Background: an optimization exercise with open tools, aiming at small area. Do not read the settings as production practice. Function was checked by simulation only, so behaviour that the tests miss may differ from the original.

==> flow/design.v <==
module fb_line_prefetch #(
    parameter int unsigned WIDTH           = 256,
    parameter int unsigned HEIGHT          = 192,
    parameter int unsigned SCREEN_DIV      = 2,
    parameter int unsigned V_ACTIVE        = 384,
    parameter int unsigned DATA_BITS       = 4,
    parameter int unsigned FB_READ_LATENCY = 2,
    parameter int unsigned DIM_BITS        = $clog2(WIDTH)
) (
    input  logic                    clk_pixel,
    input  logic                    rst_n,
    input  logic [11:0]             vga_x,
    input  logic [11:0]             vga_y,
    input  logic                    video_active,
    input  logic                    vga_hsync,
    input  logic                    vga_vsync,
    output logic                    fb_read_en,
    output logic [2*DIM_BITS-1:0]   fb_read_addr,
    input  logic [DATA_BITS-1:0]    fb_read_data,
    output logic [DATA_BITS-1:0]    pix_index,
    output logic                    pix_active,
    output logic                    pix_hsync,
    output logic                    pix_vsync,
    output logic                    fill_busy,
    output logic                    underrun,
    output logic [15:0]             underrun_count
);
    logic                   rd_en_q;
    logic [7:0]             row_q, col_q;
    logic                   v0_q, v1_q;       
    logic                   underrun_q;
    logic [15:0]            ucnt_q;
    logic                   busy_c, trig_c, under_c, wr_c, last_c;
    logic [7:0]             trig_row_c;
    always_comb begin
        trig_c     = 1'b0;
        trig_row_c = '0;
        if (vga_x == 12'd0) begin
            if (vga_y == 12'(V_ACTIVE)) begin
                trig_c = 1'b1;
            end else if (video_active && !vga_y[0] && (vga_y < 12'(2*(HEIGHT-1)))) begin
                trig_c     = 1'b1;
                trig_row_c = vga_y[8:1] + 8'd1;
            end
        end
    end
    assign busy_c  = rd_en_q | v0_q | v1_q;
    assign under_c = trig_c & busy_c;
    assign wr_c    = v1_q & ~under_c;
    assign last_c  = wr_c & ~v0_q;
    always_ff @(posedge clk_pixel or negedge rst_n) begin
        if (!rst_n) begin
            rd_en_q    <= 1'b0;
            row_q      <= '0;
            col_q      <= '0;
            v0_q       <= 1'b0;
            v1_q       <= 1'b0;
            underrun_q <= 1'b0;
            ucnt_q     <= '0;
        end else begin
            if (trig_c) begin
                rd_en_q <= 1'b1;
                row_q   <= trig_row_c;
                col_q   <= '0;
            end else if (rd_en_q) begin
                rd_en_q <= (col_q != 8'd255);
                col_q   <= col_q + 8'd1;
            end
            v0_q <= rd_en_q & ~under_c;
            v1_q <= v0_q & ~under_c;
            if (under_c) begin
                underrun_q <= 1'b1;
                if (ucnt_q != 16'hFFFF) ucnt_q <= ucnt_q + 16'd1;
            end
        end
    end
    logic [255:0][3:0] ring0, ring1;
    logic [7:0]        ph0, ph1;
    logic              wr0_c, wr1_c;
    assign wr0_c = wr_c & ~row_q[0];
    assign wr1_c = wr_c &  row_q[0];
    always_ff @(posedge clk_pixel) begin
        ring0 <= {ring0[254:0], wr0_c ? fb_read_data : ring0[255]};
        ring1 <= {ring1[254:0], wr1_c ? fb_read_data : ring1[255]};
        ph0   <= (last_c & ~row_q[0]) ? 8'd0 : ph0 + 8'd1;
        ph1   <= (last_c &  row_q[0]) ? 8'd0 : ph1 + 8'd1;
    end
    logic       rd_half_c;
    logic [7:0] rd_pos_c;
    logic [3:0] rd_data_q;
    assign rd_half_c = vga_y[1];
    assign rd_pos_c  = (rd_half_c ? ph1 : ph0) + ~vga_x[8:1];
    logic [7:0]             lo_sel_c;
    logic [63:0]            hi_sel_c;
    logic [63:0][3:0]       grp_c;
    logic [3:0]             rd_c;
    always_comb begin
        for (int j = 0; j < 8; j++) lo_sel_c[j] = (rd_pos_c[2:0] == 3'(j));
        for (int g = 0; g < 64; g++) hi_sel_c[g] = ({rd_half_c, rd_pos_c[7:3]} == 6'(g));
    end
    for (genvar g = 0; g < 32; g++) begin : g_grp
        fb_line_prefetch_sel8 u_sel0 (.words(ring0[g*8 +: 8]), .sel(lo_sel_c), .y(grp_c[g]));
        fb_line_prefetch_sel8 u_sel1 (.words(ring1[g*8 +: 8]), .sel(lo_sel_c), .y(grp_c[32 + g]));
    end
    fb_line_prefetch_sel64 u_sel64 (.words(grp_c), .sel(hi_sel_c), .y(rd_c));
    always_ff @(posedge clk_pixel) begin
        rd_data_q <= rd_c;
    end
    logic act1_q, hs1_q, vs1_q;
    logic pix_active_q, pix_hsync_q, pix_vsync_q;
    logic [3:0] pix_index_q;
    always_ff @(posedge clk_pixel or negedge rst_n) begin
        if (!rst_n) begin
            act1_q       <= 1'b0;
            hs1_q        <= 1'b0;
            vs1_q        <= 1'b0;
            pix_active_q <= 1'b0;
            pix_hsync_q  <= 1'b0;
            pix_vsync_q  <= 1'b0;
            pix_index_q  <= '0;
        end else begin
            act1_q       <= video_active;
            hs1_q        <= vga_hsync;
            vs1_q        <= vga_vsync;
            pix_active_q <= act1_q;
            pix_hsync_q  <= hs1_q;
            pix_vsync_q  <= vs1_q;
            pix_index_q  <= act1_q ? rd_data_q : '0;
        end
    end
    assign fb_read_en     = rd_en_q;
    assign fb_read_addr   = {row_q, col_q};
    assign fill_busy      = busy_c;
    assign underrun       = underrun_q;
    assign underrun_count = ucnt_q;
    assign pix_index      = pix_index_q;
    assign pix_active     = pix_active_q;
    assign pix_hsync      = pix_hsync_q;
    assign pix_vsync      = pix_vsync_q;
endmodule
module fb_line_prefetch_sel8 (
    input  logic [7:0][3:0] words,
    input  logic [7:0]      sel,
    output logic [3:0]      y
);
    logic [3:0] n0, n1, n2;
    fb_line_prefetch_nsel3 u_a (.words(words[2:0]), .sel(sel[2:0]), .y_n(n0));
    fb_line_prefetch_nsel3 u_b (.words(words[5:3]), .sel(sel[5:3]), .y_n(n1));
    fb_line_prefetch_nsel2 u_c (.words(words[7:6]), .sel(sel[7:6]), .y_n(n2));
    assign y = ~(n0 & n1 & n2);
endmodule
module fb_line_prefetch_nsel3 (
    input  logic [2:0][3:0] words,
    input  logic [2:0]      sel,
    output logic [3:0]      y_n
);
    assign y_n = ~((words[0] & {4{sel[0]}}) | (words[1] & {4{sel[1]}}) | (words[2] & {4{sel[2]}}));
endmodule
module fb_line_prefetch_nsel2 (
    input  logic [1:0][3:0] words,
    input  logic [1:0]      sel,
    output logic [3:0]      y_n
);
    assign y_n = ~((words[0] & {4{sel[0]}}) | (words[1] & {4{sel[1]}}));
endmodule
module fb_line_prefetch_sel64 (
    input  logic [63:0][3:0] words,
    input  logic [63:0]      sel,
    output logic [3:0]       y
);
    logic [20:0][3:0] n;
    for (genvar i = 0; i < 21; i++) begin : g_n
        fb_line_prefetch_nsel3 u_n (.words(words[i*3 +: 3]), .sel(sel[i*3 +: 3]), .y_n(n[i]));
    end
    always_comb begin
        y = ~(words[63] & {4{sel[63]}});
        for (int i = 0; i < 21; i++) y = y & n[i];
        y = ~y;
    end
endmodule
clock: 10.0 ns
lec_check: 0
cap_margin: 20
core_margin: 2
core_utilization: 70
place_density: 0.8
slew_margin: 20
synth_hierarchical: 1
synth_minimum_keep_size: 0
standard.sh (not shown) runs the stock make flow with config.mk's settings and CLKGATE_MAP_FILE= SYNTH_SCRIPT=/design/flow/synth_recipe.tcl, a recipe that flattens the netlist after the stock synthesis.
==> flow/flow/run.sh <==
#!/bin/bash
# Standard ORFS layout with two changes: clock tree sinks are clustered into
# groups of up to 20 under clkbuf_8 leaf buffers, without dummy loads, and
# ports are buffered with buf_1.
set -euo pipefail
export CTS_ARGS="-sink_clustering_enable -repair_clock_nets -dont_use_dummy_load -sink_clustering_size 20 -sink_clustering_max_diameter 60 -buf_list sky130_fd_sc_hd__clkbuf_8"
export BUFFER_PORTS_ARGS="-buffer_cell sky130_fd_sc_hd__buf_1"
bash standard.sh > standard.log 2>&1
Change:
--- a/flow/design.v
+++ b/flow/design.v
@@ -90,19 +90,25 @@
     logic [3:0] rd_data_q;
     assign rd_half_c = vga_y[1];
     assign rd_pos_c  = (rd_half_c ? ph1 : ph0) + ~vga_x[8:1];
-    logic [7:0]             lo_sel_c;
-    logic [63:0]            hi_sel_c;
-    logic [63:0][3:0]       grp_c;
+    logic [7:0]             lo_sel_c, mid_sel_c, hi_sel_c;
+    logic [63:0][3:0]       l1_c;
+    logic [7:0][3:0]        l2_c;
     logic [3:0]             rd_c;
     always_comb begin
-        for (int j = 0; j < 8; j++) lo_sel_c[j] = (rd_pos_c[2:0] == 3'(j));
-        for (int g = 0; g < 64; g++) hi_sel_c[g] = ({rd_half_c, rd_pos_c[7:3]} == 6'(g));
+        for (int j = 0; j < 8; j++) begin
+            lo_sel_c[j]  = (rd_pos_c[2:0] == 3'(j));
+            mid_sel_c[j] = (rd_pos_c[5:3] == 3'(j));
+            hi_sel_c[j]  = ({rd_half_c, rd_pos_c[7:6]} == 3'(j));
+        end
     end
-    for (genvar g = 0; g < 32; g++) begin : g_grp
-        fb_line_prefetch_sel8 u_sel0 (.words(ring0[g*8 +: 8]), .sel(lo_sel_c), .y(grp_c[g]));
-        fb_line_prefetch_sel8 u_sel1 (.words(ring1[g*8 +: 8]), .sel(lo_sel_c), .y(grp_c[32 + g]));
+    for (genvar g = 0; g < 32; g++) begin : g_l1
+        fb_line_prefetch_sel8 u_l1a (.words(ring0[g*8 +: 8]), .sel(lo_sel_c), .y(l1_c[g]));
+        fb_line_prefetch_sel8 u_l1b (.words(ring1[g*8 +: 8]), .sel(lo_sel_c), .y(l1_c[32 + g]));
     end
-    fb_line_prefetch_sel64 u_sel64 (.words(grp_c), .sel(hi_sel_c), .y(rd_c));
+    for (genvar g = 0; g < 8; g++) begin : g_l2
+        fb_line_prefetch_sel8 u_l2 (.words(l1_c[g*8 +: 8]), .sel(mid_sel_c), .y(l2_c[g]));
+    end
+    fb_line_prefetch_sel8 u_l3 (.words(l2_c), .sel(hi_sel_c), .y(rd_c));
     always_ff @(posedge clk_pixel) begin
         rd_data_q <= rd_c;
     end
@@ -163,18 +169,3 @@
 );
     assign y_n = ~((words[0] & {4{sel[0]}}) | (words[1] & {4{sel[1]}}));
 endmodule
-module fb_line_prefetch_sel64 (
-    input  logic [63:0][3:0] words,
-    input  logic [63:0]      sel,
-    output logic [3:0]       y
-);
-    logic [20:0][3:0] n;
-    for (genvar i = 0; i < 21; i++) begin : g_n
-        fb_line_prefetch_nsel3 u_n (.words(words[i*3 +: 3]), .sel(sel[i*3 +: 3]), .y_n(n[i]));
-    end
-    always_comb begin
-        y = ~(words[63] & {4{sel[63]}});
-        for (int i = 0; i < 21; i++) y = y & n[i];
-        y = ~y;
-    end
-endmodule
The new run went through all stages and came out clean.
Final cell count shrinks by about 1.4%.
Wire length grows by 2.5%.
Flip-flop and latch count is unchanged.
Via count shrinks by about 0.5%.
Cell area hardly moves.

-- what the ideal ports hide --
The results above use ideal ports. As a check the final layouts listed here were re-extracted and re-timed, cells and wires unchanged. Step 1: set_driving_cell puts a clkbuf_16 on clk_pixel and a buf_2 on each other input, an assumption about the parent block. Step 2 adds t to the input delays and takes it off the output delays; t is the mean of the earliest and latest rising clock arrival at the registers after step 1. Input paths then give back, and output paths get back, about the clock's delay inside the block. a / b / c = ideal ports / drivers / drivers and shift; a / b = the first two.
run | shift t [ns] | setup slack, ns | worst data-port slew with drivers (ns)
the first run | 0.806 | 2.339 / 2.378 / 1.572 | 0.13
the second run | 0.813 | 3.506 / 3.531 / 2.718 | 0.05
After both steps every run listed still meets setup and hold. The setup slack of the second run, which loses most, moves by +0.025 ns with the drivers and by -0.788 ns with both steps.
